Source: an optimization exercise on an open RTL-to-GDS flow (aim: small area, a short achievable clock period and few clock cycles). Production flows keep margins and buffers that such runs may drop.
Only simulation tests tie the RTL to the original design; equivalence was not proved.

==> flow/design.v (outline; a module is shown in full before it is edited, if it fits) <==
// module gcn_sequencer: 27 lines
// module gcn_adjacency: 29 lines
// module gcn_aggregate: 395 lines
// module gcn_transform: 21 lines
// module gcn_mac: 136 lines
// module gcn_fa: 10 lines
// module gcn_ha: 9 lines
// module gcn_argmax: 33 lines
// module gcn_cls: 172 lines
// module gcn_top: 65 lines
module gcn_top (
    input  logic                                      clk,
    input  logic                                      rst_n,
    input  logic                                      start,
    input  logic [6-1:0][3-1:0]    edge_src,
    input  logic [6-1:0][3-1:0]    edge_dst,
    input  logic [6-1:0][5-1:0]    feat_col,
    input  logic [3-1:0][5-1:0]  weight_row,
    output logic                                      feat_re,
    output logic [4-1:0]                    feat_addr,
    output logic [6-1:0][2-1:0]   y,
    output logic                                      done
);
  // ...
==> flow/run.sh <==
#!/bin/bash
# synth_recipe.tcl (not shown) runs the flow's synth.tcl, then flattens the netlist and writes it again
# the make line also repeats each setting of config.mk as NAME=value (left out here)
make -C /OpenROAD-flow-scripts/flow DESIGN_CONFIG=/design/flow/config.mk WORK_HOME=/design/flow/orfs CLKGATE_MAP_FILE= SYNTH_SCRIPT=/design/flow/synth_recipe.tcl finish
==> flow/config.mk <==
export PLATFORM = sky130hd
export DESIGN_NAME = gcn_top
export DESIGN_NICKNAME = gcn_top
export VERILOG_FILES = /design/flow/design.v
export SDC_FILE = /design/flow/constraint.sdc
export NUM_CORES = 4
export LEC_CHECK = 0
export CAP_MARGIN = 20
export CORE_MARGIN = 2
export CORE_UTILIZATION = 40
export SETUP_SLACK_MARGIN = 4.0
export SLEW_MARGIN = 20
export SYNTH_HIERARCHICAL = 1
==> flow/constraint.sdc <==
create_clock -name core_clock -period 7.5 [get_ports {clk}]
set_input_delay 1.5000 -clock core_clock [delete_from_list [all_inputs] [get_ports {clk}]]
set_output_delay 1.5000 -clock core_clock [all_outputs]
set_load 0.01 [all_outputs]
==> results.yml, run 1 <==
final_layout:
  diodes: 1
  layout_commonest_cell: "ha_1"
  bufAreaShareNonClock: 0.05215
  multiInputGateArea_mm2: 0.03148
  mostFrequentLayoutCells: "ha_1, xnor2_1, fa_1"
place:
  hpwl_um: 78820
  place_area_mm2: 0.04327
  gp_congestion: 0.9797
global_route:
  met2_usage: 0.3200
  antenna_found_initial: 4
  grt_usage: 0.2043
  use_met3: 0.03081
  use_met1: 0.2918
cts:
  post_cts_resized: 42
  clk_pin_slew_ns: 0.07
critical_path:
  r2r_start: "i_agg.wdiff[9]$_DFF_P_"
  worstSetupPathType: "reg -> reg"
  slowest_stage: "fa_1"
  reg2reg_slack_ns: 4.07
worst_hold_path:
  hold_class: "reg -> reg"
timing:
  skew_ns: 0.05875
  fin_crit_sh: 0.4574
  fin_ws_ns: 4.069
  setup_viol_count_final: 0
floorplan:
  initial_core_util: 0.4049
  die_y_um: 325.6
route:
  vias: 31920
  viasPerCell: 5.548
  drtIter0Drc: 2303
  dr.pass1.iters: 6
  avgRoutedWirePerCell_um: 20.42
yosys:
  synth_nets: 5248
run_status:
  status: "no timing/DRC/antenna violations"
Testbench counts, summed over its fixed seeds: cycles 8,064.
==> inputs of run 2 (changes only) <==
--- a/flow/config.mk
+++ b/flow/config.mk
@@ -9,5 +9,5 @@
 export CORE_MARGIN = 2
 export CORE_UTILIZATION = 40
-export SETUP_SLACK_MARGIN = 4.0
+export SETUP_SLACK_MARGIN = 4.3
 export SLEW_MARGIN = 20
 export SYNTH_HIERARCHICAL = 1
==> results.yml, run 2 <==
critical_path:
  cp_top_family: "adder cells"
  worstPathArrival_ns: 3.95
  slowest_stage: "fa_1"
  crit_path_cell_trace: "buf_6, buf_16, a22oi_2, xnor2_1, ha_1, fa_1, fa_1, ha_4, o211ai_1, buf_4, buf_4, buf_4, a21o_1, a211oi_2"
  crit_top_cell: "buf_4"
  cp_max_fo: 6
  worstPathBufferInverterCount: 5
  crit_path_start_kind: "flop"
  cp-end-kind: "flop"
  worstSetupPathType: "reg -> reg"
  slowest_delay_ns: 0.53
  worstPathRequired_ns: 8.06
floorplan:
  rows: 117
  die_y_um: 325.6
  core_region_area_mm2: 0.1022
  die_area_mm2: 0.1060
  die_x_um: 325.6
  initial_core_util: 0.4049
  boundaryPins: 102
route:
  vias: 32930
  antenna_left: 0
  dr.pass1.iters: 5
  drtIter0Drc: 2566
  wl_um: 129800
  avgRoutedWirePerCell_um: 22.24
  viasPerCell: 5.643
  drc_errors: 0
yosys:
  avgSynthCellArea_um2: 9.660
  yosysWarnings: 11
  synth_nets: 5248
  syn_area_mm2: 0.04137
  syn_inst: 4283
final_layout:
  syn_to_final_growth_pct: 19.44
  stdcell_area_mm2: 0.04942
  nets: 5389
  largest_reg_flops: 216
  multiInputGateArea_mm2: 0.03318
  nFillCells: 9436
  layout_commonest_cell: "ha_1"
  top_regs: "i_xfm.g_node.g_cls.u_mac.acc: 216 flops, i_agg.agg_sum: 48 flops, i_agg.xr: 30 flops"
  mostFrequentLayoutCells: "ha_1, xnor2_1, dfxtp_1"
  regArea_mm2: 0.008647
  top_register: "i_xfm.g_node.g_cls.u_mac.acc"
  drive_gt1_frac: 0.2255
timing:
  period_needed_ns: 3.393
  rsz0062_at_grt: "true"
  skew_ns: 0.03404
  maxSlewHeadroom: 0.4969
  worst_pin_slew_ns: 0.7523
  setup_viol_count_final: 0
  fin_ws_ns: 4.107
  finalMaxSlewViolations: 0
  setup_tns_ns: 0
  hold_viol: 0
  fin_crit_sh: 0.4525
  max_freq_mhz: 294.7
cts:
  cts_buffer_depth: 3
  postCtsHoldBufs: 0
  tritoncts: "yes"
  clock_sinks: 405
  root_buffer: "clkbuf_16"
  htree_levels: 2
  clk_latency_ns: 0.66
  cts_made_buffers: 52
  clk_pin_slew_ns: 0.06
place:
  place_area_mm2: 0.04323
  hpwl_um: 79470
  io_buffers: 100
  dp_slack_ns: 3.441
  gp_congestion: 0.9743
worst_hold_path:
  hold_class: "reg -> reg"
global_route:
  grt_pass1_wl_um: 191000
  grt-ovfl-total: 0
  grt_start_max_net_pins: 49
  first_global_vias: 32640
  grt_usage: 0.2279
  antenna_found_initial: 5
job:
  drv_cap: 0
run_status:
  status: "no timing/DRC/antenna violations"
==> run 2: changes by cell type in the layout (fill, tap and decap cells not counted), moves of 29 or more <==
| cell | before | now |
|---|---|---|
| ha_4 | 0 | 59 |
| ha_2 | 2 | 43 |
| fa_1 | 307 | 278 |
| a22oi_1 | 258 | 214 |
| buf_4 | 44 | 86 |
| ha_1 | 571 | 471 |
| a22oi_2 | 6 | 50 |
| fa_2 | 1 | 30 |
==> run 2: stage by stage <==
| stage | hold slack, ns | util | std cells |
|---|---|---|---|
| after floorplan | 0.3096 | - | 4283 |
| after global placement | 0.3156 | 0.4230 | 5571 |
| after detailed placement | 0.3127 | 0.4230 | 5571 |
| after CTS | 0.3199 | 0.4652 | 5791 |
| after global routing | 0.3245 | 0.4836 | 5834 |
| final | 0.3237 | 0.4836 | 5836 |
==> run 2: path summary, 6_finish.rpt <==
| path | start | endpoint | slack [ns] | depth (start not counted) |
|---|---|---|---|---|
| max | i_agg.wdiff[10]$_DFF_P_ | i_xfm.g_node[0].g_cls[2].u_mac.acc[11]$_DFF_P_ | 4.11 | 14 |
| min | i_agg.wd_r[17]$_DFF_P_ | i_agg.wdiff[17]$_DFF_P_ | 0.32 | 0 |
| max reg2reg | i_agg.wdiff[10]$_DFF_P_ | i_xfm.g_node[0].g_cls[2].u_mac.acc[11]$_DFF_P_ | 4.11 | 14 |
| min reg2reg | i_agg.wd_r[17]$_DFF_P_ | i_agg.wdiff[17]$_DFF_P_ | 0.32 | 0 |
| max in group asynchronous | rst_n | i_seq.cnt[2]$_DFFE_PN0P_ | 6.11 | 1 |
| min in group asynchronous | rst_n | i_seq.cnt[1]$_DFFE_PN0P_ | 1.13 | 1 |
==> run 2: area by class of cell <==
cell class	instances	area share
antenna	2	0.0001013
multi-input combinational	3558	0.6714
timing repair buffer	284	0.07254
tap	1368	0.03464
inverter	123	0.009343
sequential	405	0.1750
clock inverter	31	0.006937
clock buffer	65	0.03003
==> run 2: repair_timing <==
item | 4_1_cts | 5_1_grt
gates resized for setup | 261 | 269
pin swaps | 77 | 196
endpoints found under the setup margin | 196 | 153
buffers inserted | 109 | 29
gates cloned | 15 | 14
==> run 2: layer usage <==
layer,vias up,GRT usage,share of wire
li1,15330,-,-
met1,16060,0.3225,0.45
met2,1203,0.3449,0.42
met3,331,0.03562,0.077
met4,2,0.09417,0.053
met5,-,0,0.000077
==> run 2: worst reg2reg max path, stage by stage, from the launching register on <==
cell and delay (ns):
dfxtp_4 0.38, buf_6 0.13, buf_16 0.16, a22oi_2 0.18, xnor2_1 0.15, ha_1 0.19
fa_1 0.43, fa_1 0.53, ha_4 0.32, o211ai_1 0.10, buf_4 0.17, buf_4 0.13
buf_4 0.12, a21o_1 0.16, a211oi_2 0.17
==> module gcn_aggregate, before the edit <==
module gcn_aggregate (
    input  logic                                      clk,
    input  logic [6-1:0][6-1:0]     adj,
    input  logic [6-1:0][5-1:0]    feat_col,
    input  logic [3-1:0][5-1:0]  weight_row,
    output logic [6-1:0][8-1:0]     agg_sum,
    output logic [3-1:1][9-1:0]    wdiff
);
    logic [6-1:0][5-1:0]  xr;
    logic [3-1:1][9-1:0]  wd_nxt, wd_r;
    logic [6-1:0][8-1:0]   sum_nxt;
    always_comb begin
        for (int c = 1; c < 3; c++) begin
            logic [6:0] d;
            d = {6'(weight_row[c]) - 6'(weight_row[0]), 1'b0};
            for (int i = 0; i < 3; i++) begin
                wd_nxt[c][3 * i]     = d[2 * i + 1] ^ d[2 * i];
                wd_nxt[c][3 * i + 1] = (d[2 * i + 2] & ~d[2 * i + 1] & ~d[2 * i]) |
                                       (~d[2 * i + 2] & d[2 * i + 1] & d[2 * i]);
                wd_nxt[c][3 * i + 2] = d[2 * i + 2] & ~(d[2 * i + 1] & d[2 * i]);
            end
        end
    end
    always_ff @(posedge clk) begin
        xr   <= feat_col;
        wd_r <= wd_nxt;
    end
    logic ag_0, ag_1, ag_2, ag_3, ag_4, ag_5, ag_6, ag_7;
    logic ag_8, ag_9, ag_10, ag_11, ag_12, ag_13, ag_14, ag_15;
    logic ag_16, ag_17, ag_18, ag_19, ag_20, ag_21, ag_22, ag_23;
    logic ag_24, ag_25, ag_26, ag_27, ag_28, ag_29, ag_30, ag_31;
    logic ag_32, ag_33, ag_34, ag_35, ag_36, ag_37, ag_38, ag_39;
    logic ag_40, ag_41, ag_42, ag_43, ag_44, ag_45, ag_46, ag_47;
    logic ag_48, ag_49, ag_50, ag_51, ag_52, ag_53, ag_54, ag_55;
    logic ag_56, ag_57, ag_58, ag_59, ag_60, ag_61, ag_62, ag_63;
    logic ag_64, ag_65, ag_66, ag_67, ag_68, ag_69, ag_70, ag_71;
    logic ag_72, ag_73, ag_74, ag_75, ag_76, ag_77, ag_78, ag_79;
    logic ag_80, ag_81, ag_82, ag_83, ag_84, ag_85, ag_86, ag_87;
    logic ag_88, ag_89, ag_90, ag_91, ag_92, ag_93, ag_94, ag_95;
    logic ag_96, ag_97, ag_98, ag_99, ag_100, ag_101, ag_102, ag_103;
    logic ag_104, ag_105, ag_106, ag_107, ag_108, ag_109, ag_110, ag_111;
    logic ag_112, ag_113, ag_114, ag_115, ag_116, ag_117, ag_118, ag_119;
    logic ag_120, ag_121, ag_122, ag_123, ag_124, ag_125, ag_126, ag_127;
    logic ag_128, ag_129, ag_130, ag_131, ag_132, ag_133, ag_134, ag_135;
    logic ag_136, ag_137, ag_138, ag_139, ag_140, ag_141, ag_142, ag_143;
    logic ag_144, ag_145, ag_146, ag_147, ag_148, ag_149, ag_150, ag_151;
    logic ag_152, ag_153, ag_154, ag_155, ag_156, ag_157, ag_158, ag_159;
    logic ag_160, ag_161, ag_162, ag_163, ag_164, ag_165, ag_166, ag_167;
    logic ag_168, ag_169, ag_170, ag_171, ag_172, ag_173, ag_174, ag_175;
    logic ag_176, ag_177, ag_178, ag_179, ag_180, ag_181, ag_182, ag_183;
    logic ag_184, ag_185, ag_186, ag_187, ag_188, ag_189, ag_190, ag_191;
    logic ag_192, ag_193, ag_194, ag_195, ag_196, ag_197, ag_198, ag_199;
    logic ag_200, ag_201, ag_202, ag_203, ag_204, ag_205, ag_206, ag_207;
    logic ag_208, ag_209, ag_210, ag_211, ag_212, ag_213, ag_214, ag_215;
    logic ag_216, ag_217, ag_218, ag_219, ag_220, ag_221, ag_222, ag_223;
    logic ag_224, ag_225, ag_226, ag_227, ag_228, ag_229, ag_230, ag_231;
    logic ag_232, ag_233, ag_234, ag_235, ag_236, ag_237, ag_238, ag_239;
    logic ag_240, ag_241, ag_242, ag_243, ag_244, ag_245, ag_246, ag_247;
    logic ag_248, ag_249, ag_250, ag_251, ag_252, ag_253, ag_254, ag_255;
    logic ag_256, ag_257, ag_258, ag_259, ag_260, ag_261, ag_262, ag_263;
    logic ag_264, ag_265, ag_266, ag_267, ag_268, ag_269, ag_270, ag_271;
    logic ag_272, ag_273, ag_274, ag_275, ag_276, ag_277, ag_278, ag_279;
    logic ag_280, ag_281, ag_282, ag_283, ag_284, ag_285, ag_286, ag_287;
    logic ag_288, ag_289, ag_290, ag_291, ag_292, ag_293, ag_294, ag_295;
    logic ag_296, ag_297, ag_298, ag_299, ag_300, ag_301, ag_302, ag_303;
    logic ag_304, ag_305, ag_306, ag_307, ag_308, ag_309, ag_310, ag_311;
    logic ag_312, ag_313, ag_314, ag_315, ag_316, ag_317, ag_318, ag_319;
    logic ag_320, ag_321, ag_322, ag_323, ag_324, ag_325, ag_326, ag_327;
    logic ag_328, ag_329, ag_330, ag_331, ag_332, ag_333, ag_334, ag_335;
    logic ag_336, ag_337, ag_338, ag_339, ag_340, ag_341, ag_342, ag_343;
    logic ag_344, ag_345, ag_346, ag_347, ag_348, ag_349, ag_350, ag_351;
    logic ag_352, ag_353, ag_354, ag_355, ag_356, ag_357, ag_358, ag_359;
    logic ag_360, ag_361, ag_362, ag_363, ag_364, ag_365, ag_366, ag_367;
    logic ag_368, ag_369, ag_370, ag_371, ag_372, ag_373, ag_374, ag_375;
    logic ag_376, ag_377, ag_378, ag_379, ag_380, ag_381, ag_382, ag_383;
    logic ag_384, ag_385, ag_386, ag_387, ag_388, ag_389, ag_390, ag_391;
    logic ag_392, ag_393, ag_394, ag_395, ag_396, ag_397, ag_398, ag_399;
    logic ag_400, ag_401, ag_402, ag_403, ag_404, ag_405, ag_406, ag_407;
    logic ag_408, ag_409, ag_410, ag_411, ag_412, ag_413, ag_414, ag_415;
    logic ag_416, ag_417, ag_418, ag_419, ag_420, ag_421, ag_422, ag_423;
    logic ag_424, ag_425, ag_426, ag_427, ag_428, ag_429, ag_430, ag_431;
    logic ag_432, ag_433, ag_434, ag_435, ag_436, ag_437, ag_438, ag_439;
    logic ag_440, ag_441, ag_442, ag_443, ag_444, ag_445, ag_446, ag_447;
    logic ag_448, ag_449, ag_450, ag_451, ag_452, ag_453, ag_454, ag_455;
    gcn_fa u_ag_0 (.a((xr[0][0] & adj[0][0])), .b((xr[1][0] & adj[0][1])), .c((xr[2][0] & adj[0][2])), .s(ag_0), .co(ag_1));
    gcn_fa u_ag_2 (.a((xr[0][1] & adj[0][0])), .b((xr[1][1] & adj[0][1])), .c((xr[2][1] & adj[0][2])), .s(ag_2), .co(ag_3));
    gcn_ha u_ag_4 (.a((xr[3][1] & adj[0][3])), .b((xr[4][1] & adj[0][4])), .s(ag_4), .co(ag_5));
    gcn_fa u_ag_6 (.a((xr[0][2] & adj[0][0])), .b((xr[1][2] & adj[0][1])), .c((xr[2][2] & adj[0][2])), .s(ag_6), .co(ag_7));
    gcn_fa u_ag_8 (.a((xr[3][2] & adj[0][3])), .b((xr[4][2] & adj[0][4])), .c((xr[5][2] & adj[0][5])), .s(ag_8), .co(ag_9));
    gcn_fa u_ag_10 (.a((xr[0][3] & adj[0][0])), .b((xr[1][3] & adj[0][1])), .c((xr[2][3] & adj[0][2])), .s(ag_10), .co(ag_11));
    gcn_fa u_ag_12 (.a((xr[3][3] & adj[0][3])), .b((xr[4][3] & adj[0][4])), .c((xr[5][3] & adj[0][5])), .s(ag_12), .co(ag_13));
    gcn_fa u_ag_14 (.a((xr[0][4] & adj[0][0])), .b((xr[1][4] & adj[0][1])), .c((xr[2][4] & adj[0][2])), .s(ag_14), .co(ag_15));
    gcn_fa u_ag_16 (.a((xr[3][4] & adj[0][3])), .b((xr[4][4] & adj[0][4])), .c((xr[5][4] & adj[0][5])), .s(ag_16), .co(ag_17));
    gcn_ha u_ag_18 (.a((xr[3][0] & adj[0][3])), .b((xr[4][0] & adj[0][4])), .s(ag_18), .co(ag_19));
    gcn_fa u_ag_20 (.a((xr[5][1] & adj[0][5])), .b(ag_4), .c(ag_1), .s(ag_20), .co(ag_21));
    gcn_fa u_ag_22 (.a(ag_5), .b(ag_3), .c(ag_6), .s(ag_22), .co(ag_23));
    gcn_fa u_ag_24 (.a(ag_7), .b(ag_9), .c(ag_10), .s(ag_24), .co(ag_25));
    gcn_fa u_ag_26 (.a(ag_11), .b(ag_13), .c(ag_14), .s(ag_26), .co(ag_27));
    gcn_ha u_ag_28 (.a((xr[5][0] & adj[0][5])), .b(ag_18), .s(ag_28), .co(ag_29));
    gcn_fa u_ag_30 (.a(ag_19), .b(ag_2), .c(ag_20), .s(ag_30), .co(ag_31));
    gcn_fa u_ag_32 (.a(ag_8), .b(ag_21), .c(ag_22), .s(ag_32), .co(ag_33));
    gcn_fa u_ag_34 (.a(ag_12), .b(ag_23), .c(ag_24), .s(ag_34), .co(ag_35));
    gcn_fa u_ag_36 (.a(ag_16), .b(ag_25), .c(ag_26), .s(ag_36), .co(ag_37));
    gcn_fa u_ag_38 (.a(ag_15), .b(ag_17), .c(ag_27), .s(ag_38), .co(ag_39));
    gcn_ha u_ag_40 (.a(ag_28), .b(ag_0), .s(ag_40), .co(ag_41));
    gcn_ha u_ag_42 (.a(ag_29), .b(ag_30), .s(ag_42), .co(ag_43));
    gcn_ha u_ag_44 (.a(ag_31), .b(ag_32), .s(ag_44), .co(ag_45));
    gcn_ha u_ag_46 (.a(ag_33), .b(ag_34), .s(ag_46), .co(ag_47));
    gcn_ha u_ag_48 (.a(ag_35), .b(ag_36), .s(ag_48), .co(ag_49));
    gcn_ha u_ag_50 (.a(ag_37), .b(ag_38), .s(ag_50), .co(ag_51));
    gcn_fa u_ag_76 (.a((xr[0][0] & adj[1][0])), .b((xr[1][0] & adj[1][1])), .c((xr[2][0] & adj[1][2])), .s(ag_76), .co(ag_77));
    gcn_fa u_ag_78 (.a((xr[0][1] & adj[1][0])), .b((xr[1][1] & adj[1][1])), .c((xr[2][1] & adj[1][2])), .s(ag_78), .co(ag_79));
    gcn_ha u_ag_80 (.a((xr[3][1] & adj[1][3])), .b((xr[4][1] & adj[1][4])), .s(ag_80), .co(ag_81));
    gcn_fa u_ag_82 (.a((xr[0][2] & adj[1][0])), .b((xr[1][2] & adj[1][1])), .c((xr[2][2] & adj[1][2])), .s(ag_82), .co(ag_83));
    gcn_fa u_ag_84 (.a((xr[3][2] & adj[1][3])), .b((xr[4][2] & adj[1][4])), .c((xr[5][2] & adj[1][5])), .s(ag_84), .co(ag_85));
    gcn_fa u_ag_86 (.a((xr[0][3] & adj[1][0])), .b((xr[1][3] & adj[1][1])), .c((xr[2][3] & adj[1][2])), .s(ag_86), .co(ag_87));
    gcn_fa u_ag_88 (.a((xr[3][3] & adj[1][3])), .b((xr[4][3] & adj[1][4])), .c((xr[5][3] & adj[1][5])), .s(ag_88), .co(ag_89));
    gcn_fa u_ag_90 (.a((xr[0][4] & adj[1][0])), .b((xr[1][4] & adj[1][1])), .c((xr[2][4] & adj[1][2])), .s(ag_90), .co(ag_91));
    gcn_fa u_ag_92 (.a((xr[3][4] & adj[1][3])), .b((xr[4][4] & adj[1][4])), .c((xr[5][4] & adj[1][5])), .s(ag_92), .co(ag_93));
    gcn_ha u_ag_94 (.a((xr[3][0] & adj[1][3])), .b((xr[4][0] & adj[1][4])), .s(ag_94), .co(ag_95));
    gcn_fa u_ag_96 (.a((xr[5][1] & adj[1][5])), .b(ag_80), .c(ag_77), .s(ag_96), .co(ag_97));
    gcn_fa u_ag_98 (.a(ag_81), .b(ag_79), .c(ag_82), .s(ag_98), .co(ag_99));
    gcn_fa u_ag_100 (.a(ag_83), .b(ag_85), .c(ag_86), .s(ag_100), .co(ag_101));
    gcn_fa u_ag_102 (.a(ag_87), .b(ag_89), .c(ag_90), .s(ag_102), .co(ag_103));
    gcn_ha u_ag_104 (.a((xr[5][0] & adj[1][5])), .b(ag_94), .s(ag_104), .co(ag_105));
    gcn_fa u_ag_106 (.a(ag_95), .b(ag_78), .c(ag_96), .s(ag_106), .co(ag_107));
    gcn_fa u_ag_108 (.a(ag_84), .b(ag_97), .c(ag_98), .s(ag_108), .co(ag_109));
    gcn_fa u_ag_110 (.a(ag_88), .b(ag_99), .c(ag_100), .s(ag_110), .co(ag_111));
    gcn_fa u_ag_112 (.a(ag_92), .b(ag_101), .c(ag_102), .s(ag_112), .co(ag_113));
    gcn_fa u_ag_114 (.a(ag_91), .b(ag_93), .c(ag_103), .s(ag_114), .co(ag_115));
    gcn_ha u_ag_116 (.a(ag_104), .b(ag_76), .s(ag_116), .co(ag_117));
    gcn_ha u_ag_118 (.a(ag_105), .b(ag_106), .s(ag_118), .co(ag_119));
    gcn_ha u_ag_120 (.a(ag_107), .b(ag_108), .s(ag_120), .co(ag_121));
    gcn_ha u_ag_122 (.a(ag_109), .b(ag_110), .s(ag_122), .co(ag_123));
    gcn_ha u_ag_124 (.a(ag_111), .b(ag_112), .s(ag_124), .co(ag_125));
    gcn_ha u_ag_126 (.a(ag_113), .b(ag_114), .s(ag_126), .co(ag_127));
    gcn_fa u_ag_152 (.a((xr[0][0] & adj[2][0])), .b((xr[1][0] & adj[2][1])), .c((xr[2][0] & adj[2][2])), .s(ag_152), .co(ag_153));
    gcn_fa u_ag_154 (.a((xr[0][1] & adj[2][0])), .b((xr[1][1] & adj[2][1])), .c((xr[2][1] & adj[2][2])), .s(ag_154), .co(ag_155));
    gcn_ha u_ag_156 (.a((xr[3][1] & adj[2][3])), .b((xr[4][1] & adj[2][4])), .s(ag_156), .co(ag_157));
    gcn_fa u_ag_158 (.a((xr[0][2] & adj[2][0])), .b((xr[1][2] & adj[2][1])), .c((xr[2][2] & adj[2][2])), .s(ag_158), .co(ag_159));
    gcn_fa u_ag_160 (.a((xr[3][2] & adj[2][3])), .b((xr[4][2] & adj[2][4])), .c((xr[5][2] & adj[2][5])), .s(ag_160), .co(ag_161));
    gcn_fa u_ag_162 (.a((xr[0][3] & adj[2][0])), .b((xr[1][3] & adj[2][1])), .c((xr[2][3] & adj[2][2])), .s(ag_162), .co(ag_163));
    gcn_fa u_ag_164 (.a((xr[3][3] & adj[2][3])), .b((xr[4][3] & adj[2][4])), .c((xr[5][3] & adj[2][5])), .s(ag_164), .co(ag_165));
    gcn_fa u_ag_166 (.a((xr[0][4] & adj[2][0])), .b((xr[1][4] & adj[2][1])), .c((xr[2][4] & adj[2][2])), .s(ag_166), .co(ag_167));
    gcn_fa u_ag_168 (.a((xr[3][4] & adj[2][3])), .b((xr[4][4] & adj[2][4])), .c((xr[5][4] & adj[2][5])), .s(ag_168), .co(ag_169));
    gcn_ha u_ag_170 (.a((xr[3][0] & adj[2][3])), .b((xr[4][0] & adj[2][4])), .s(ag_170), .co(ag_171));
    gcn_fa u_ag_172 (.a((xr[5][1] & adj[2][5])), .b(ag_156), .c(ag_153), .s(ag_172), .co(ag_173));
    gcn_fa u_ag_174 (.a(ag_157), .b(ag_155), .c(ag_158), .s(ag_174), .co(ag_175));
    gcn_fa u_ag_176 (.a(ag_159), .b(ag_161), .c(ag_162), .s(ag_176), .co(ag_177));
    gcn_fa u_ag_178 (.a(ag_163), .b(ag_165), .c(ag_166), .s(ag_178), .co(ag_179));
    gcn_ha u_ag_180 (.a((xr[5][0] & adj[2][5])), .b(ag_170), .s(ag_180), .co(ag_181));
    gcn_fa u_ag_182 (.a(ag_171), .b(ag_154), .c(ag_172), .s(ag_182), .co(ag_183));
    gcn_fa u_ag_184 (.a(ag_160), .b(ag_173), .c(ag_174), .s(ag_184), .co(ag_185));
    gcn_fa u_ag_186 (.a(ag_164), .b(ag_175), .c(ag_176), .s(ag_186), .co(ag_187));
    gcn_fa u_ag_188 (.a(ag_168), .b(ag_177), .c(ag_178), .s(ag_188), .co(ag_189));
    gcn_fa u_ag_190 (.a(ag_167), .b(ag_169), .c(ag_179), .s(ag_190), .co(ag_191));
    gcn_ha u_ag_192 (.a(ag_180), .b(ag_152), .s(ag_192), .co(ag_193));
    gcn_ha u_ag_194 (.a(ag_181), .b(ag_182), .s(ag_194), .co(ag_195));
    gcn_ha u_ag_196 (.a(ag_183), .b(ag_184), .s(ag_196), .co(ag_197));
    gcn_ha u_ag_198 (.a(ag_185), .b(ag_186), .s(ag_198), .co(ag_199));
    gcn_ha u_ag_200 (.a(ag_187), .b(ag_188), .s(ag_200), .co(ag_201));
    gcn_ha u_ag_202 (.a(ag_189), .b(ag_190), .s(ag_202), .co(ag_203));
    gcn_fa u_ag_228 (.a((xr[0][0] & adj[3][0])), .b((xr[1][0] & adj[3][1])), .c((xr[2][0] & adj[3][2])), .s(ag_228), .co(ag_229));
    gcn_fa u_ag_230 (.a((xr[0][1] & adj[3][0])), .b((xr[1][1] & adj[3][1])), .c((xr[2][1] & adj[3][2])), .s(ag_230), .co(ag_231));
    gcn_ha u_ag_232 (.a((xr[3][1] & adj[3][3])), .b((xr[4][1] & adj[3][4])), .s(ag_232), .co(ag_233));
    gcn_fa u_ag_234 (.a((xr[0][2] & adj[3][0])), .b((xr[1][2] & adj[3][1])), .c((xr[2][2] & adj[3][2])), .s(ag_234), .co(ag_235));
    gcn_fa u_ag_236 (.a((xr[3][2] & adj[3][3])), .b((xr[4][2] & adj[3][4])), .c((xr[5][2] & adj[3][5])), .s(ag_236), .co(ag_237));
    gcn_fa u_ag_238 (.a((xr[0][3] & adj[3][0])), .b((xr[1][3] & adj[3][1])), .c((xr[2][3] & adj[3][2])), .s(ag_238), .co(ag_239));
    gcn_fa u_ag_240 (.a((xr[3][3] & adj[3][3])), .b((xr[4][3] & adj[3][4])), .c((xr[5][3] & adj[3][5])), .s(ag_240), .co(ag_241));
    gcn_fa u_ag_242 (.a((xr[0][4] & adj[3][0])), .b((xr[1][4] & adj[3][1])), .c((xr[2][4] & adj[3][2])), .s(ag_242), .co(ag_243));
    gcn_fa u_ag_244 (.a((xr[3][4] & adj[3][3])), .b((xr[4][4] & adj[3][4])), .c((xr[5][4] & adj[3][5])), .s(ag_244), .co(ag_245));
    gcn_ha u_ag_246 (.a((xr[3][0] & adj[3][3])), .b((xr[4][0] & adj[3][4])), .s(ag_246), .co(ag_247));
    gcn_fa u_ag_248 (.a((xr[5][1] & adj[3][5])), .b(ag_232), .c(ag_229), .s(ag_248), .co(ag_249));
    gcn_fa u_ag_250 (.a(ag_233), .b(ag_231), .c(ag_234), .s(ag_250), .co(ag_251));
    gcn_fa u_ag_252 (.a(ag_235), .b(ag_237), .c(ag_238), .s(ag_252), .co(ag_253));
    gcn_fa u_ag_254 (.a(ag_239), .b(ag_241), .c(ag_242), .s(ag_254), .co(ag_255));
    gcn_ha u_ag_256 (.a((xr[5][0] & adj[3][5])), .b(ag_246), .s(ag_256), .co(ag_257));
    gcn_fa u_ag_258 (.a(ag_247), .b(ag_230), .c(ag_248), .s(ag_258), .co(ag_259));
    gcn_fa u_ag_260 (.a(ag_236), .b(ag_249), .c(ag_250), .s(ag_260), .co(ag_261));
    gcn_fa u_ag_262 (.a(ag_240), .b(ag_251), .c(ag_252), .s(ag_262), .co(ag_263));
    gcn_fa u_ag_264 (.a(ag_244), .b(ag_253), .c(ag_254), .s(ag_264), .co(ag_265));
    gcn_fa u_ag_266 (.a(ag_243), .b(ag_245), .c(ag_255), .s(ag_266), .co(ag_267));
    gcn_ha u_ag_268 (.a(ag_256), .b(ag_228), .s(ag_268), .co(ag_269));
    gcn_ha u_ag_270 (.a(ag_257), .b(ag_258), .s(ag_270), .co(ag_271));
    gcn_ha u_ag_272 (.a(ag_259), .b(ag_260), .s(ag_272), .co(ag_273));
    gcn_ha u_ag_274 (.a(ag_261), .b(ag_262), .s(ag_274), .co(ag_275));
    gcn_ha u_ag_276 (.a(ag_263), .b(ag_264), .s(ag_276), .co(ag_277));
    gcn_ha u_ag_278 (.a(ag_265), .b(ag_266), .s(ag_278), .co(ag_279));
    gcn_fa u_ag_304 (.a((xr[0][0] & adj[4][0])), .b((xr[1][0] & adj[4][1])), .c((xr[2][0] & adj[4][2])), .s(ag_304), .co(ag_305));
    gcn_fa u_ag_306 (.a((xr[0][1] & adj[4][0])), .b((xr[1][1] & adj[4][1])), .c((xr[2][1] & adj[4][2])), .s(ag_306), .co(ag_307));
    gcn_ha u_ag_308 (.a((xr[3][1] & adj[4][3])), .b((xr[4][1] & adj[4][4])), .s(ag_308), .co(ag_309));
    gcn_fa u_ag_310 (.a((xr[0][2] & adj[4][0])), .b((xr[1][2] & adj[4][1])), .c((xr[2][2] & adj[4][2])), .s(ag_310), .co(ag_311));
    gcn_fa u_ag_312 (.a((xr[3][2] & adj[4][3])), .b((xr[4][2] & adj[4][4])), .c((xr[5][2] & adj[4][5])), .s(ag_312), .co(ag_313));
    gcn_fa u_ag_314 (.a((xr[0][3] & adj[4][0])), .b((xr[1][3] & adj[4][1])), .c((xr[2][3] & adj[4][2])), .s(ag_314), .co(ag_315));
    gcn_fa u_ag_316 (.a((xr[3][3] & adj[4][3])), .b((xr[4][3] & adj[4][4])), .c((xr[5][3] & adj[4][5])), .s(ag_316), .co(ag_317));
    gcn_fa u_ag_318 (.a((xr[0][4] & adj[4][0])), .b((xr[1][4] & adj[4][1])), .c((xr[2][4] & adj[4][2])), .s(ag_318), .co(ag_319));
    gcn_fa u_ag_320 (.a((xr[3][4] & adj[4][3])), .b((xr[4][4] & adj[4][4])), .c((xr[5][4] & adj[4][5])), .s(ag_320), .co(ag_321));
    gcn_ha u_ag_322 (.a((xr[3][0] & adj[4][3])), .b((xr[4][0] & adj[4][4])), .s(ag_322), .co(ag_323));
    gcn_fa u_ag_324 (.a((xr[5][1] & adj[4][5])), .b(ag_308), .c(ag_305), .s(ag_324), .co(ag_325));
    gcn_fa u_ag_326 (.a(ag_309), .b(ag_307), .c(ag_310), .s(ag_326), .co(ag_327));
    gcn_fa u_ag_328 (.a(ag_311), .b(ag_313), .c(ag_314), .s(ag_328), .co(ag_329));
    gcn_fa u_ag_330 (.a(ag_315), .b(ag_317), .c(ag_318), .s(ag_330), .co(ag_331));
    gcn_ha u_ag_332 (.a((xr[5][0] & adj[4][5])), .b(ag_322), .s(ag_332), .co(ag_333));
    gcn_fa u_ag_334 (.a(ag_323), .b(ag_306), .c(ag_324), .s(ag_334), .co(ag_335));
    gcn_fa u_ag_336 (.a(ag_312), .b(ag_325), .c(ag_326), .s(ag_336), .co(ag_337));
    gcn_fa u_ag_338 (.a(ag_316), .b(ag_327), .c(ag_328), .s(ag_338), .co(ag_339));
    gcn_fa u_ag_340 (.a(ag_320), .b(ag_329), .c(ag_330), .s(ag_340), .co(ag_341));
    gcn_fa u_ag_342 (.a(ag_319), .b(ag_321), .c(ag_331), .s(ag_342), .co(ag_343));
    gcn_ha u_ag_344 (.a(ag_332), .b(ag_304), .s(ag_344), .co(ag_345));
    gcn_ha u_ag_346 (.a(ag_333), .b(ag_334), .s(ag_346), .co(ag_347));
    gcn_ha u_ag_348 (.a(ag_335), .b(ag_336), .s(ag_348), .co(ag_349));
    gcn_ha u_ag_350 (.a(ag_337), .b(ag_338), .s(ag_350), .co(ag_351));
    gcn_ha u_ag_352 (.a(ag_339), .b(ag_340), .s(ag_352), .co(ag_353));
    gcn_ha u_ag_354 (.a(ag_341), .b(ag_342), .s(ag_354), .co(ag_355));
    gcn_fa u_ag_380 (.a((xr[0][0] & adj[5][0])), .b((xr[1][0] & adj[5][1])), .c((xr[2][0] & adj[5][2])), .s(ag_380), .co(ag_381));
    gcn_fa u_ag_382 (.a((xr[0][1] & adj[5][0])), .b((xr[1][1] & adj[5][1])), .c((xr[2][1] & adj[5][2])), .s(ag_382), .co(ag_383));
    gcn_ha u_ag_384 (.a((xr[3][1] & adj[5][3])), .b((xr[4][1] & adj[5][4])), .s(ag_384), .co(ag_385));
    gcn_fa u_ag_386 (.a((xr[0][2] & adj[5][0])), .b((xr[1][2] & adj[5][1])), .c((xr[2][2] & adj[5][2])), .s(ag_386), .co(ag_387));
    gcn_fa u_ag_388 (.a((xr[3][2] & adj[5][3])), .b((xr[4][2] & adj[5][4])), .c((xr[5][2] & adj[5][5])), .s(ag_388), .co(ag_389));
    gcn_fa u_ag_390 (.a((xr[0][3] & adj[5][0])), .b((xr[1][3] & adj[5][1])), .c((xr[2][3] & adj[5][2])), .s(ag_390), .co(ag_391));
    gcn_fa u_ag_392 (.a((xr[3][3] & adj[5][3])), .b((xr[4][3] & adj[5][4])), .c((xr[5][3] & adj[5][5])), .s(ag_392), .co(ag_393));
    gcn_fa u_ag_394 (.a((xr[0][4] & adj[5][0])), .b((xr[1][4] & adj[5][1])), .c((xr[2][4] & adj[5][2])), .s(ag_394), .co(ag_395));
    gcn_fa u_ag_396 (.a((xr[3][4] & adj[5][3])), .b((xr[4][4] & adj[5][4])), .c((xr[5][4] & adj[5][5])), .s(ag_396), .co(ag_397));
    gcn_ha u_ag_398 (.a((xr[3][0] & adj[5][3])), .b((xr[4][0] & adj[5][4])), .s(ag_398), .co(ag_399));
    gcn_fa u_ag_400 (.a((xr[5][1] & adj[5][5])), .b(ag_384), .c(ag_381), .s(ag_400), .co(ag_401));
    gcn_fa u_ag_402 (.a(ag_385), .b(ag_383), .c(ag_386), .s(ag_402), .co(ag_403));
    gcn_fa u_ag_404 (.a(ag_387), .b(ag_389), .c(ag_390), .s(ag_404), .co(ag_405));
    gcn_fa u_ag_406 (.a(ag_391), .b(ag_393), .c(ag_394), .s(ag_406), .co(ag_407));
    gcn_ha u_ag_408 (.a((xr[5][0] & adj[5][5])), .b(ag_398), .s(ag_408), .co(ag_409));
    gcn_fa u_ag_410 (.a(ag_399), .b(ag_382), .c(ag_400), .s(ag_410), .co(ag_411));
    gcn_fa u_ag_412 (.a(ag_388), .b(ag_401), .c(ag_402), .s(ag_412), .co(ag_413));
    gcn_fa u_ag_414 (.a(ag_392), .b(ag_403), .c(ag_404), .s(ag_414), .co(ag_415));
    gcn_fa u_ag_416 (.a(ag_396), .b(ag_405), .c(ag_406), .s(ag_416), .co(ag_417));
    gcn_fa u_ag_418 (.a(ag_395), .b(ag_397), .c(ag_407), .s(ag_418), .co(ag_419));
    gcn_ha u_ag_420 (.a(ag_408), .b(ag_380), .s(ag_420), .co(ag_421));
    gcn_ha u_ag_422 (.a(ag_409), .b(ag_410), .s(ag_422), .co(ag_423));
    gcn_ha u_ag_424 (.a(ag_411), .b(ag_412), .s(ag_424), .co(ag_425));
    gcn_ha u_ag_426 (.a(ag_413), .b(ag_414), .s(ag_426), .co(ag_427));
    gcn_ha u_ag_428 (.a(ag_415), .b(ag_416), .s(ag_428), .co(ag_429));
    gcn_ha u_ag_430 (.a(ag_417), .b(ag_418), .s(ag_430), .co(ag_431));
    assign ag_52 = ag_45 | (ag_44 & ag_43);
    assign ag_53 = ag_44 & ag_42;
    assign ag_54 = ag_49 | (ag_48 & ag_47);
    assign ag_55 = ag_48 & ag_46;
    assign ag_56 = ag_39 & ag_51;
    assign ag_57 = ag_39 & ag_50;
    assign ag_58 = ag_43 | (ag_42 & ag_41);
    assign ag_59 = ag_42 & 1'b0;
    assign ag_60 = ag_52 | (ag_53 & ag_41);
    assign ag_61 = ag_53 & 1'b0;
    assign ag_62 = ag_51 | (ag_50 & ag_54);
    assign ag_63 = ag_50 & ag_55;
    assign ag_64 = ag_56 | (ag_57 & ag_54);
    assign ag_65 = ag_57 & ag_55;
    assign ag_66 = ag_47 | (ag_46 & ag_60);
    assign ag_67 = ag_46 & ag_61;
    assign ag_68 = ag_54 | (ag_55 & ag_60);
    assign ag_69 = ag_55 & ag_61;
    assign ag_70 = ag_62 | (ag_63 & ag_60);
    assign ag_71 = ag_63 & ag_61;
    assign ag_72 = ag_64 | (ag_65 & ag_60);
    assign ag_73 = ag_65 & ag_61;
    assign ag_74 = 1'b0 & ag_72;
    assign ag_75 = 1'b0 & ag_73;
    assign sum_nxt[0] = {(1'b0 ^ ag_72), (ag_39 ^ ag_70), (ag_50 ^ ag_68), (ag_48 ^ ag_66), (ag_46 ^ ag_60), (ag_44 ^ ag_58), (ag_42 ^ ag_41), ag_40};
    assign ag_128 = ag_121 | (ag_120 & ag_119);
    assign ag_129 = ag_120 & ag_118;
    assign ag_130 = ag_125 | (ag_124 & ag_123);
    assign ag_131 = ag_124 & ag_122;
    assign ag_132 = ag_115 & ag_127;
    assign ag_133 = ag_115 & ag_126;
    assign ag_134 = ag_119 | (ag_118 & ag_117);
    assign ag_135 = ag_118 & 1'b0;
    assign ag_136 = ag_128 | (ag_129 & ag_117);
    assign ag_137 = ag_129 & 1'b0;
    assign ag_138 = ag_127 | (ag_126 & ag_130);
    assign ag_139 = ag_126 & ag_131;
    assign ag_140 = ag_132 | (ag_133 & ag_130);
    assign ag_141 = ag_133 & ag_131;
    assign ag_142 = ag_123 | (ag_122 & ag_136);
    assign ag_143 = ag_122 & ag_137;
    assign ag_144 = ag_130 | (ag_131 & ag_136);
    assign ag_145 = ag_131 & ag_137;
    assign ag_146 = ag_138 | (ag_139 & ag_136);
    assign ag_147 = ag_139 & ag_137;
    assign ag_148 = ag_140 | (ag_141 & ag_136);
    assign ag_149 = ag_141 & ag_137;
    assign ag_150 = 1'b0 & ag_148;
    assign ag_151 = 1'b0 & ag_149;
    assign sum_nxt[1] = {(1'b0 ^ ag_148), (ag_115 ^ ag_146), (ag_126 ^ ag_144), (ag_124 ^ ag_142), (ag_122 ^ ag_136), (ag_120 ^ ag_134), (ag_118 ^ ag_117), ag_116};
    assign ag_204 = ag_197 | (ag_196 & ag_195);
    assign ag_205 = ag_196 & ag_194;
    assign ag_206 = ag_201 | (ag_200 & ag_199);
    assign ag_207 = ag_200 & ag_198;
    assign ag_208 = ag_191 & ag_203;
    assign ag_209 = ag_191 & ag_202;
    assign ag_210 = ag_195 | (ag_194 & ag_193);
    assign ag_211 = ag_194 & 1'b0;
    assign ag_212 = ag_204 | (ag_205 & ag_193);
    assign ag_213 = ag_205 & 1'b0;
    assign ag_214 = ag_203 | (ag_202 & ag_206);
    assign ag_215 = ag_202 & ag_207;
    assign ag_216 = ag_208 | (ag_209 & ag_206);
    assign ag_217 = ag_209 & ag_207;
    assign ag_218 = ag_199 | (ag_198 & ag_212);
    assign ag_219 = ag_198 & ag_213;
    assign ag_220 = ag_206 | (ag_207 & ag_212);
    assign ag_221 = ag_207 & ag_213;
    assign ag_222 = ag_214 | (ag_215 & ag_212);
    assign ag_223 = ag_215 & ag_213;
    assign ag_224 = ag_216 | (ag_217 & ag_212);
    assign ag_225 = ag_217 & ag_213;
    assign ag_226 = 1'b0 & ag_224;
    assign ag_227 = 1'b0 & ag_225;
    assign sum_nxt[2] = {(1'b0 ^ ag_224), (ag_191 ^ ag_222), (ag_202 ^ ag_220), (ag_200 ^ ag_218), (ag_198 ^ ag_212), (ag_196 ^ ag_210), (ag_194 ^ ag_193), ag_192};
    assign ag_280 = ag_273 | (ag_272 & ag_271);
    assign ag_281 = ag_272 & ag_270;
    assign ag_282 = ag_277 | (ag_276 & ag_275);
    assign ag_283 = ag_276 & ag_274;
    assign ag_284 = ag_267 & ag_279;
    assign ag_285 = ag_267 & ag_278;
    assign ag_286 = ag_271 | (ag_270 & ag_269);
    assign ag_287 = ag_270 & 1'b0;
    assign ag_288 = ag_280 | (ag_281 & ag_269);
    assign ag_289 = ag_281 & 1'b0;
    assign ag_290 = ag_279 | (ag_278 & ag_282);
    assign ag_291 = ag_278 & ag_283;
    assign ag_292 = ag_284 | (ag_285 & ag_282);
    assign ag_293 = ag_285 & ag_283;
    assign ag_294 = ag_275 | (ag_274 & ag_288);
    assign ag_295 = ag_274 & ag_289;
    assign ag_296 = ag_282 | (ag_283 & ag_288);
    assign ag_297 = ag_283 & ag_289;
    assign ag_298 = ag_290 | (ag_291 & ag_288);
    assign ag_299 = ag_291 & ag_289;
    assign ag_300 = ag_292 | (ag_293 & ag_288);
    assign ag_301 = ag_293 & ag_289;
    assign ag_302 = 1'b0 & ag_300;
    assign ag_303 = 1'b0 & ag_301;
    assign sum_nxt[3] = {(1'b0 ^ ag_300), (ag_267 ^ ag_298), (ag_278 ^ ag_296), (ag_276 ^ ag_294), (ag_274 ^ ag_288), (ag_272 ^ ag_286), (ag_270 ^ ag_269), ag_268};
    assign ag_356 = ag_349 | (ag_348 & ag_347);
    assign ag_357 = ag_348 & ag_346;
    assign ag_358 = ag_353 | (ag_352 & ag_351);
    assign ag_359 = ag_352 & ag_350;
    assign ag_360 = ag_343 & ag_355;
    assign ag_361 = ag_343 & ag_354;
    assign ag_362 = ag_347 | (ag_346 & ag_345);
    assign ag_363 = ag_346 & 1'b0;
    assign ag_364 = ag_356 | (ag_357 & ag_345);
    assign ag_365 = ag_357 & 1'b0;
    assign ag_366 = ag_355 | (ag_354 & ag_358);
    assign ag_367 = ag_354 & ag_359;
    assign ag_368 = ag_360 | (ag_361 & ag_358);
    assign ag_369 = ag_361 & ag_359;
    assign ag_370 = ag_351 | (ag_350 & ag_364);
    assign ag_371 = ag_350 & ag_365;
    assign ag_372 = ag_358 | (ag_359 & ag_364);
    assign ag_373 = ag_359 & ag_365;
    assign ag_374 = ag_366 | (ag_367 & ag_364);
    assign ag_375 = ag_367 & ag_365;
    assign ag_376 = ag_368 | (ag_369 & ag_364);
    assign ag_377 = ag_369 & ag_365;
    assign ag_378 = 1'b0 & ag_376;
    assign ag_379 = 1'b0 & ag_377;
    assign sum_nxt[4] = {(1'b0 ^ ag_376), (ag_343 ^ ag_374), (ag_354 ^ ag_372), (ag_352 ^ ag_370), (ag_350 ^ ag_364), (ag_348 ^ ag_362), (ag_346 ^ ag_345), ag_344};
    assign ag_432 = ag_425 | (ag_424 & ag_423);
    assign ag_433 = ag_424 & ag_422;
    assign ag_434 = ag_429 | (ag_428 & ag_427);
    assign ag_435 = ag_428 & ag_426;
    assign ag_436 = ag_419 & ag_431;
    assign ag_437 = ag_419 & ag_430;
    assign ag_438 = ag_423 | (ag_422 & ag_421);
    assign ag_439 = ag_422 & 1'b0;
    assign ag_440 = ag_432 | (ag_433 & ag_421);
    assign ag_441 = ag_433 & 1'b0;
    assign ag_442 = ag_431 | (ag_430 & ag_434);
    assign ag_443 = ag_430 & ag_435;
    assign ag_444 = ag_436 | (ag_437 & ag_434);
    assign ag_445 = ag_437 & ag_435;
    assign ag_446 = ag_427 | (ag_426 & ag_440);
    assign ag_447 = ag_426 & ag_441;
    assign ag_448 = ag_434 | (ag_435 & ag_440);
    assign ag_449 = ag_435 & ag_441;
    assign ag_450 = ag_442 | (ag_443 & ag_440);
    assign ag_451 = ag_443 & ag_441;
    assign ag_452 = ag_444 | (ag_445 & ag_440);
    assign ag_453 = ag_445 & ag_441;
    assign ag_454 = 1'b0 & ag_452;
    assign ag_455 = 1'b0 & ag_453;
    assign sum_nxt[5] = {(1'b0 ^ ag_452), (ag_419 ^ ag_450), (ag_430 ^ ag_448), (ag_428 ^ ag_446), (ag_426 ^ ag_440), (ag_424 ^ ag_438), (ag_422 ^ ag_421), ag_420};
    always_ff @(posedge clk) begin
        agg_sum <= sum_nxt;
        wdiff   <= wd_r;
    end
endmodule
==> inputs of run 3 (changes only) <==
--- a/flow/design.v
+++ b/flow/design.v
@@ -67,10 +67,16 @@
 );
     logic [6-1:0][5-1:0]  xr;
-    logic [3-1:1][9-1:0]  wd_nxt, wd_r;
+    logic [3-1:1][5:0]            wd_r;
+    logic [3-1:1][9-1:0]  wd_nxt;
     logic [6-1:0][8-1:0]   sum_nxt;
+    always_ff @(posedge clk) begin
+        xr <= feat_col;
+        for (int c = 1; c < 3; c++)
+            wd_r[c] <= 6'(weight_row[c]) - 6'(weight_row[0]);
+    end
     always_comb begin
         for (int c = 1; c < 3; c++) begin
             logic [6:0] d;
-            d = {6'(weight_row[c]) - 6'(weight_row[0]), 1'b0};
+            d = {wd_r[c], 1'b0};
             for (int i = 0; i < 3; i++) begin
                 wd_nxt[c][3 * i]     = d[2 * i + 1] ^ d[2 * i];
@@ -81,8 +87,4 @@
         end
     end
-    always_ff @(posedge clk) begin
-        xr   <= feat_col;
-        wd_r <= wd_nxt;
-    end
     logic ag_0, ag_1, ag_2, ag_3, ag_4, ag_5, ag_6, ag_7;
     logic ag_8, ag_9, ag_10, ag_11, ag_12, ag_13, ag_14, ag_15;
@@ -450,5 +452,5 @@
     always_ff @(posedge clk) begin
         agg_sum <= sum_nxt;
-        wdiff   <= wd_r;
+        wdiff   <= wd_nxt;
     end
 endmodule
--- a/flow/config.mk
+++ b/flow/config.mk
@@ -6,8 +6,9 @@
 export NUM_CORES = 4
 export LEC_CHECK = 0
+export ABC_CLOCK_PERIOD_IN_PS = 3000
 export CAP_MARGIN = 20
 export CORE_MARGIN = 2
 export CORE_UTILIZATION = 40
-export SETUP_SLACK_MARGIN = 4.3
+export SETUP_SLACK_MARGIN = 4.0
 export SLEW_MARGIN = 20
 export SYNTH_HIERARCHICAL = 1
==> results.yml, run 3 <==
timing:
  finalMaxSlewViolations: 0
  worst_pin_slew_ns: 0.9636
  fin_ws_ns: 4.122
  period_needed_ns: 3.378
  maxSlewHeadroom: 0.3488
  rsz0062_at_grt: "true"
  setup_tns_ns: 0
  setup_viol_count_final: 0
  hold_viol: 0
  skew_ns: 0.01655
  max_freq_mhz: 296.0
  fin_crit_sh: 0.4504
worst_hold_path:
  holdPathStages: 0
  worstHoldEndpoint: "i_agg.wdiff[9]$_DFF_P_"
  hold_class: "reg -> reg"
  hold_start: "i_agg.wd_r[6]$_DFF_P_"
critical_path:
  r2r_start: "i_agg.wdiff[0]$_DFF_P_"
  crit_path_start_kind: "flop"
  reg2reg_to: "i_xfm.g_node[2].g_cls[1].u_mac.acc[10]$_DFF_P_"
  worstPathArrival_ns: 3.93
  reg2reg_depth: 13
  worstPathRequired_ns: 8.05
  slowest_stage: "fa_1"
  reg2reg_slack_ns: 4.12
  cp_max_fo: 5
  worstSetupPathType: "reg -> reg"
  crit_path_cell_trace: "buf_6, a22oi_2, xnor2_1, ha_2, fa_1, fa_1, ha_1, ha_2, o211ai_1, nand2_1, ha_2, nor2_2, xnor2_1"
  crit_top_cell: "ha_2"
  cp-end-kind: "flop"
  worstPathBufferInverterCount: 1
  slowest_delay_ns: 0.47
  cp_top_family: "adder cells"
  setup.worst_path.start: "i_agg.wdiff[0]$_DFF_P_"
route:
  drc_errors: 0
  vias: 31600
  antenna_left: 0
  dr.pass1.iters: 6
  avgRoutedWirePerCell_um: 20.18
  viasPerCell: 5.530
  drtIter0Drc: 2357
  wl_um: 115300
cts:
  tritoncts: "yes"
  clk_pin_slew_ns: 0.07
  cts_made_buffers: 50
  clock_sinks: 399
  root_buffer: "clkbuf_16"
  htree_levels: 2
  clk_latency_ns: 0.63
  cts_buffer_depth: 3
final_layout:
  nFillCells: 9658
  layout.cells.non_filler: 5714
  layout_commonest_cell: "ha_1"
  top_register: "i_xfm.g_node.g_cls.u_mac.acc"
  nets: 5267
  top_regs: "i_xfm.g_node.g_cls.u_mac.acc: 216 flops, i_agg.agg_sum: 48 flops, i_agg.xr: 30 flops"
  largest_reg_flops: 216
  syn_to_final_growth_pct: 12.32
  utilization: 0.4543
  mostFrequentLayoutCells: "ha_1, xnor2_1, fa_1"
  drive_gt1_frac: 0.1444
job:
  drv_cap: 0
yosys:
  syn_inst: 4258
  synth_nets: 5225
  avgSynthCellArea_um2: 9.693
  syn_area_mm2: 0.04127
  yosysWarnings: 11
global_route:
  grt_start_max_net_pins: 49
  first_global_vias: 31100
  grt-ovfl-total: 0
  grt_pass1_wl_um: 171600
  grt_usage: 0.2008
  antenna_found_initial: 5
place:
  io_buffers: 100
  hpwl_um: 77620
  dp_slack_ns: 3.457
  gp_congestion: 0.9868
  dp.cells: 5550
floorplan:
  rows: 117
  initial_core_util: 0.4045
  core_region_area_mm2: 0.1020
  die_x_um: 325.2
  die_area_mm2: 0.1058
  die_y_um: 325.2
  boundaryPins: 102
run_status:
  status: "no timing/DRC/antenna violations"
[run 3: per-layer routing]
| metal | vias up | global-route usage | share of wire |
|---|---|---|---|
| li1 | 15080 | - | - |
| met3 | 200 | 0.02945 | 0.074 |
| met2 | 977 | 0.3129 | 0.43 |
| met5 | - | 0 | 0 |
| met4 | 0 | 0.06200 | 0.036 |
| met1 | 15340 | 0.2855 | 0.46 |
[run 3: area by class of cell]
cell class	count	area, µm²	area share
clock buffers	62	1454	0.03136
repair buffers	187	2302	0.04967
flip-flops and latches	399	8476	0.1828
inverters	122	457.9	0.009879
diodes	5	12.51	0.0002699
multi-input cells	3540	31550	0.6806
well taps	1368	1712	0.03693
clock inverters	31	391.6	0.008449
[run 3: per-stage QoR]
stage                     instance area, µm²  hold WS (ns)
after floorplan                        41270        0.3314
after global placement                 43150        0.3710
after detailed placement               43150        0.3734
after CTS                              45470        0.3827
after global routing                   46340        0.3867
final                                  46350        0.3896
[run 3: worst max path at each step]
| stage | endpoint | slack [ns] | depth (start not counted) |
|---|---|---|---|
| global placement | i_xfm.g_node[0].g_cls[2].u_mac.acc[10]$_DFF_P_ | 3.50 | 12 |
| floorplan | i_xfm.g_node[0].g_cls[1].u_mac.acc[10]$_DFF_P_ | 4.31 | 13 |
| finish | i_xfm.g_node[2].g_cls[1].u_mac.acc[10]$_DFF_P_ | 4.12 | 13 |
| CTS | i_xfm.g_node[0].g_cls[2].u_mac.acc[10]$_DFF_P_ | 3.99 | 11 |
| detailed placement | i_xfm.g_node[0].g_cls[2].u_mac.acc[10]$_DFF_P_ | 3.46 | 12 |
| global route | i_xfm.g_node[0].g_cls[2].u_mac.acc[10]$_DFF_P_ | 3.92 | 13 |
[run 3: timing repair]
| action | 4_1_cts | 5_1_grt |
|---|---|---|
| endpoints found under the hold margin | 0 | 0 |
| setup buffers | 31 | 18 |
| gates resized for setup | 42 | 108 |
| pin swaps | 0 | 33 |
| endpoints found under the setup margin | 139 | 54 |
| hold buffers | 0 | 0 |
| cloned | 0 | 17 |
[run 3: worst register-to-register path, cell delays in order (launching register included)]
cell and delay [ns]:
dfxtp_4 0.41, buf_6 0.15, a22oi_2 0.08, xnor2_1 0.22
ha_2 0.21, fa_1 0.45, fa_1 0.47, ha_1 0.31
ha_2 0.19, o211ai_1 0.30, nand2_1 0.11, ha_2 0.18
nor2_2 0.11, xnor2_1 0.11
Testbench counts of run 3, summed over its fixed seeds: cycles 8,064.
==> inputs of run 4 (changes only) <==
--- a/flow/config.mk
+++ b/flow/config.mk
@@ -10,4 +10,7 @@
 export CORE_MARGIN = 2
 export CORE_UTILIZATION = 40
+export CTS_BUF_LIST = sky130_fd_sc_hd__clkbuf_8
+export CTS_CLUSTER_DIAMETER = 60
+export CTS_CLUSTER_SIZE = 16
 export SETUP_SLACK_MARGIN = 4.0
 export SLEW_MARGIN = 20
==> results.yml, run 4 <==
run_status:
  status: "no timing/DRC/antenna violations"
global_route:
  grt_start_max_net_pins: 49
  first_global_vias: 30880
  grt-ovfl-total: 0
  grt_usage: 0.1991
  antenna_found_initial: 5
  grt_pass1_wl_um: 170400
cts:
  clock_sinks: 399
  clk_latency_ns: 0.73
  root_buffer: "clkbuf_8"
  htree_levels: 2
  clk_pin_slew_ns: 0.10
  cts_buffer_depth: 3
  cts_made_buffers: 47
  tritoncts: "yes"
timing:
  fin_hold_ws_ns: 0.4016
  setup_tns_ns: 0
  max_freq_mhz: 294.5
  period_needed_ns: 3.396
  setup_viol_count_final: 0
  maxSlewHeadroom: 0.3195
  rsz0062_at_grt: "true"
  finalMaxSlewViolations: 0
  hold_viol: 0
  fin_crit_sh: 0.4528
  worst_pin_slew_ns: 1.007
  skew_ns: 0.05918
route:
  viasPerCell: 5.541
  antenna_left: 0
  drc_errors: 0
  avgRoutedWirePerCell_um: 20.31
  drtIter0Drc: 2086
  wl_um: 116000
  dr.pass1.iters: 7
  vias: 31650
job:
  drv_cap: 0
final_layout:
  syn_to_final_growth_pct: 10.80
  nFillCells: 9755
  layout_commonest_cell: "ha_1"
  nets: 5269
  utilization: 0.4481
  mostFrequentLayoutCells: "ha_1, xnor2_1, fa_1"
  top_regs: "i_xfm.g_node.g_cls.u_mac.acc: 216 flops, i_agg.agg_sum: 48 flops, i_agg.xr: 30 flops"
  drive_gt1_frac: 0.1440
  stdcell_area_mm2: 0.04573
  top_register: "i_xfm.g_node.g_cls.u_mac.acc"
  largest_reg_flops: 216
critical_path:
  cp_max_fo: 10
  worstSetupPathType: "reg -> reg"
  crit_path_start_kind: "flop"
  worstPathRequired_ns: 8.13
  worstPathArrival_ns: 4.02
  reg2reg_slack_ns: 4.10
  cp-end-kind: "flop"
worst_hold_path:
  hold_class: "reg -> reg"
floorplan:
  initial_core_util: 0.4045
  rows: 117
  boundaryPins: 102
  core_region_area_mm2: 0.1020
  die_x_um: 325.2
  die_area_mm2: 0.1058
  die_y_um: 325.2
yosys:
  synth_nets: 5225
  yosysWarnings: 11
  avgSynthCellArea_um2: 9.693
  syn_inst: 4258
  syn_area_mm2: 0.04127
place:
  gp_congestion: 0.9868
  hpwl_um: 77620
  place_area_mm2: 0.04315
  io_buffers: 100
## run 4: per-layer routing
layer | GRT usage | wire (µm) | share of wire
met1 | 0.2860 | 53730 | 0.46
met2 | 0.3084 | 49690 | 0.43
met3 | 0.02707 | 8430 | 0.073
met4 | 0.06149 | 4184 | 0.036
met5 | 0 | 0 | 0
## run 4: final timing paths
path	startpoint	end	depth (start not counted)
worst min-delay path	i_agg.wd_r[6]$_DFF_P_	i_agg.wdiff[9]$_DFF_P_	0
worst min register to register	i_agg.wd_r[6]$_DFF_P_	i_agg.wdiff[9]$_DFF_P_	0
worst max-delay path	i_adj.tri_r[5]$_SDFFCE_PP1P_	i_agg.agg_sum[44]$_DFF_P_	10
min in group asynchronous	rst_n	i_seq.cnt[3]$_DFFE_PN0P_	1
worst max register to register	i_adj.tri_r[5]$_SDFFCE_PP1P_	i_agg.agg_sum[44]$_DFF_P_	10
max in group asynchronous	rst_n	i_seq.cnt[2]$_DFFE_PN0P_	1
## run 4: worst max-delay path: stages (launching register included)
cell and delay (ns):
edfxtp_1 0.56, and2_1 0.26, fa_1 0.44, fa_1 0.52
fa_1 0.42, ha_1 0.34, a21o_2 0.20, a21o_1 0.18
ha_1 0.17, nor2_1 0.11, xnor2_1 0.12
## run 4: layout make-up
| class | instances | area (µm²) | area share |
|---|---|---|---|
| inverter | 122 | 457.9 | 0.01001 |
| clock inverter | 37 | 476.7 | 0.01043 |
| antenna | 4 | 10.01 | 0.0002189 |
| timing repair buffer | 192 | 2360 | 0.05161 |
| multi-input combinational | 3540 | 31530 | 0.6896 |
| clock buffer | 50 | 688.2 | 0.01505 |
| tap | 1368 | 1712 | 0.03743 |
| sequential | 399 | 8489 | 0.1857 |
## run 4: timing repair
item | 4_1_cts | 5_1_grt
gates cloned | 0 | 20
hold buffers | 0 | 0
buffers inserted | 35 | 16
gates resized for setup | 40 | 107
pin swaps | 0 | 24
setup endpoints to repair | 140 | 57
## run 4: stage by stage
stage,setup WS (ns),std cells
floorplan,4.314,4258
global route,3.927,5709
global placement,3.500,5550
detailed placement,3.457,5550
finish,4.104,5712
CTS,3.982,5672
==> inputs of run 5 (changes only) <==
--- a/flow/config.mk
+++ b/flow/config.mk
@@ -13,5 +13,5 @@
 export CTS_CLUSTER_DIAMETER = 60
 export CTS_CLUSTER_SIZE = 16
-export SETUP_SLACK_MARGIN = 4.0
+export SETUP_SLACK_MARGIN = 3.8
 export SLEW_MARGIN = 20
 export SYNTH_HIERARCHICAL = 1
==> results.yml, run 5 <==
final_layout:
  layout_commonest_cell: "ha_1"
  multiInputGateArea_mm2: 0.03144
  mostFrequentLayoutCells: "ha_1, xnor2_1, dfxtp_1"
  regArea_mm2: 0.008402
  drive_gt1_frac: 0.1192
  top_register: "i_xfm.g_node.g_cls.u_mac.acc"
  top_regs: "i_xfm.g_node.g_cls.u_mac.acc: 216 flops, i_agg.agg_sum: 48 flops, i_agg.xr: 30 flops"
  syn_to_final_growth_pct: 8.525
  nFillCells: 9866
  utilization: 0.4390
  nets: 5224
  largest_reg_flops: 216
timing:
  period_needed_ns: 3.504
  setup_tns_ns: 0
  fin_crit_sh: 0.4672
  max_freq_mhz: 285.4
  maxSlewHeadroom: 0.3270
  setup_viol_count_final: 0
  rsz0062_at_grt: "true"
  hold_viol: 0
  worst_pin_slew_ns: 0.9960
  finalMaxSlewViolations: 0
  skew_ns: 0.04649
critical_path:
  r2r_start: "i_agg.agg_sum[44]$_DFF_P_"
  cp_top_family: "adder cells"
  cp-end-kind: "flop"
  worstPathBufferInverterCount: 0
  cp_max_fo: 12
  worstPathRequired_ns: 8.14
  setup.worst_path.start: "i_agg.agg_sum[44]$_DFF_P_"
  crit_top_cell: "ha_1"
  slowest_stage: "dfxtp_1"
  crit_path_cell_trace: "a22oi_1, xnor2_1, ha_1, fa_1, fa_1, ha_1, ha_1, o211ai_1, nand2_1, ha_1, nor2_1, xnor2_1"
  worstSetupPathType: "reg -> reg"
  crit_path_start_kind: "flop"
  worstPathArrival_ns: 4.14
  slowest_delay_ns: 0.71
global_route:
  use_met1: 0.2847
  grt_pass1_wl_um: 169100
  grt.busiest_layer: "met2"
  antenna_found_initial: 5
  grt_usage: 0.1972
  grt-ovfl-total: 0
  met2_usage: 0.3063
  first_global_vias: 30710
  use_met3: 0.02573
  grt_start_max_net_pins: 49
yosys:
  synth_nets: 5225
  syn_inst: 4258
  avgSynthCellArea_um2: 9.693
  yosysWarnings: 11
  syn_area_mm2: 0.04127
floorplan:
  rows: 117
  die_y_um: 325.2
  die_x_um: 325.2
  core_region_area_mm2: 0.1020
  boundaryPins: 102
  initial_core_util: 0.4045
  die_area_mm2: 0.1058
cts:
  clk_latency_ns: 0.71
  htree_levels: 2
  root_buffer: "clkbuf_8"
  clock_sinks: 399
  tritoncts: "yes"
  cts_made_buffers: 47
  cts_buffer_depth: 3
  clk_pin_slew_ns: 0.10
route:
  vias: 30830
  dr.pass1.iters: 5
  viasPerCell: 5.440
  wl_um: 105400
  drtIter0Drc: 1916
  antenna_left: 0
  avgRoutedWirePerCell_um: 18.60
  drc_errors: 0
worst_hold_path:
  hold_class: "reg -> reg"
  hold_start: "i_agg.wd_r[6]$_DFF_P_"
place:
  gp_congestion: 0.9868
  io_buffers: 100
  hpwl_um: 77620
job:
  drv_cap: 0
run_status:
  status: "no timing/DRC/antenna violations"
==> run 5: cell type report <==
class,instances,area share
clock buffers,50,0.01536
clock inverters,37,0.01064
well taps,1368,0.03822
repair buffers,147,0.03579
inverters,122,0.01022
diodes,4,0.0002235
multi-input cells,3540,0.7020
flip-flops and latches,399,0.1876
==> run 5: repair_timing <==
action | in CTS | in global routing
gates resized for setup | 13 | 49
buffers inserted | 6 | 20
endpoints found under the setup margin | 89 | 49
hold buffers | 0 | 0
endpoints found under the hold margin | 0 | 0
==> run 5: worst reg2reg max path, delay by kind of cell, from the launching register on <==
family | cells | cell delay [ns]
XOR/XNOR | 2 | 0.30
AND/OR/NAND/NOR | 2 | 0.22
AO/OA/AOI/OAI | 2 | 0.42
flip-flops | 1 | 0.71
adder cells (fa/ha/maj) | 6 | 1.82
==> run 5: per-layer routing <==
| metal | routed length (µm) | share of wire | vias up |
|---|---|---|---|
| met5 | 0 | 0 | - |
| met4 | 2793 | 0.026 | 0 |
| met3 | 5059 | 0.048 | 146 |
| met2 | 45910 | 0.44 | 688 |
| met1 | 51670 | 0.49 | 15020 |
| li1 | - | - | 14980 |
==> run 5: final timing paths <==
path / endpoint / slack (ns) / depth (start not counted)
setup reg to reg: i_xfm.g_node[5].g_cls[1].u_mac.acc[10]$_DFF_P_ / 4.00 / 12
hold reg to reg: i_agg.wdiff[9]$_DFF_P_ / 0.41 / 0
max in group asynchronous: i_seq.cnt[2]$_DFFE_PN0P_ / 6.16 / 1
hold / removal: i_agg.wdiff[9]$_DFF_P_ / 0.41 / 0
min in group asynchronous: i_seq.cnt[4]$_DFFE_PN0P_ / 1.07 / 1
setup / recovery: i_xfm.g_node[5].g_cls[1].u_mac.acc[10]$_DFF_P_ / 4.00 / 12
==> run 5: metrics by stage <==
step	cells	setup WS [ns]	instance area (µm²)	hold slack, ns
global route	5664	3.778	44780	0.3964
detailed placement	5550	3.457	43150	0.3734
global placement	5550	3.500	43150	0.3710
finish	5667	3.996	44790	0.4099
CTS	5643	3.798	44490	0.3931
floorplan	4258	4.314	41270	0.3314

==> separate check: timing with driven ports <==
In the flow no input, the clock included, has a driving cell. The finished layouts below were timed again as built, in two steps.
Step 1 assumes that a clkbuf_16 drives the clock port and a buf_2 every other input.
Step 2 adds t to the input delays and takes it off the output delays; t is the mean of the earliest and latest rising clock arrival at the registers after step 1. Input paths then give back, and output paths get back, about the clock's delay inside the block.
Three values: ideal ports, drivers, drivers and shift; two values: the first two.
run	t (ns)	slack for setup (ns)	worst hold slack (ns)	worst register clock-pin slew, ns	cell pins on the clock port's net
run 1	0.726	4.069 / 4.069 / 3.413	0.320 / 0.320 / 0.320	0.07 / 0.07	1
run 2	0.710	4.107 / 4.107 / 3.663	0.324 / 0.324 / 0.324	0.07 / 0.07	1
run 3	0.692	4.122 / 4.122 / 3.583	0.390 / 0.390 / 0.390	0.07 / 0.07	1
run 4	0.768	4.104 / 4.061 / 3.553	0.402 / 0.402 / 0.402	0.11 / 0.11	1
run 5	0.752	3.996 / 3.996 / 3.578	0.410 / 0.410 / 0.410	0.11 / 0.11	1
After both steps every run listed still meets setup and hold. For run 1, which loses most, drivers alone change the setup slack by 0.000 ns; drivers and shift together by -0.656 ns.
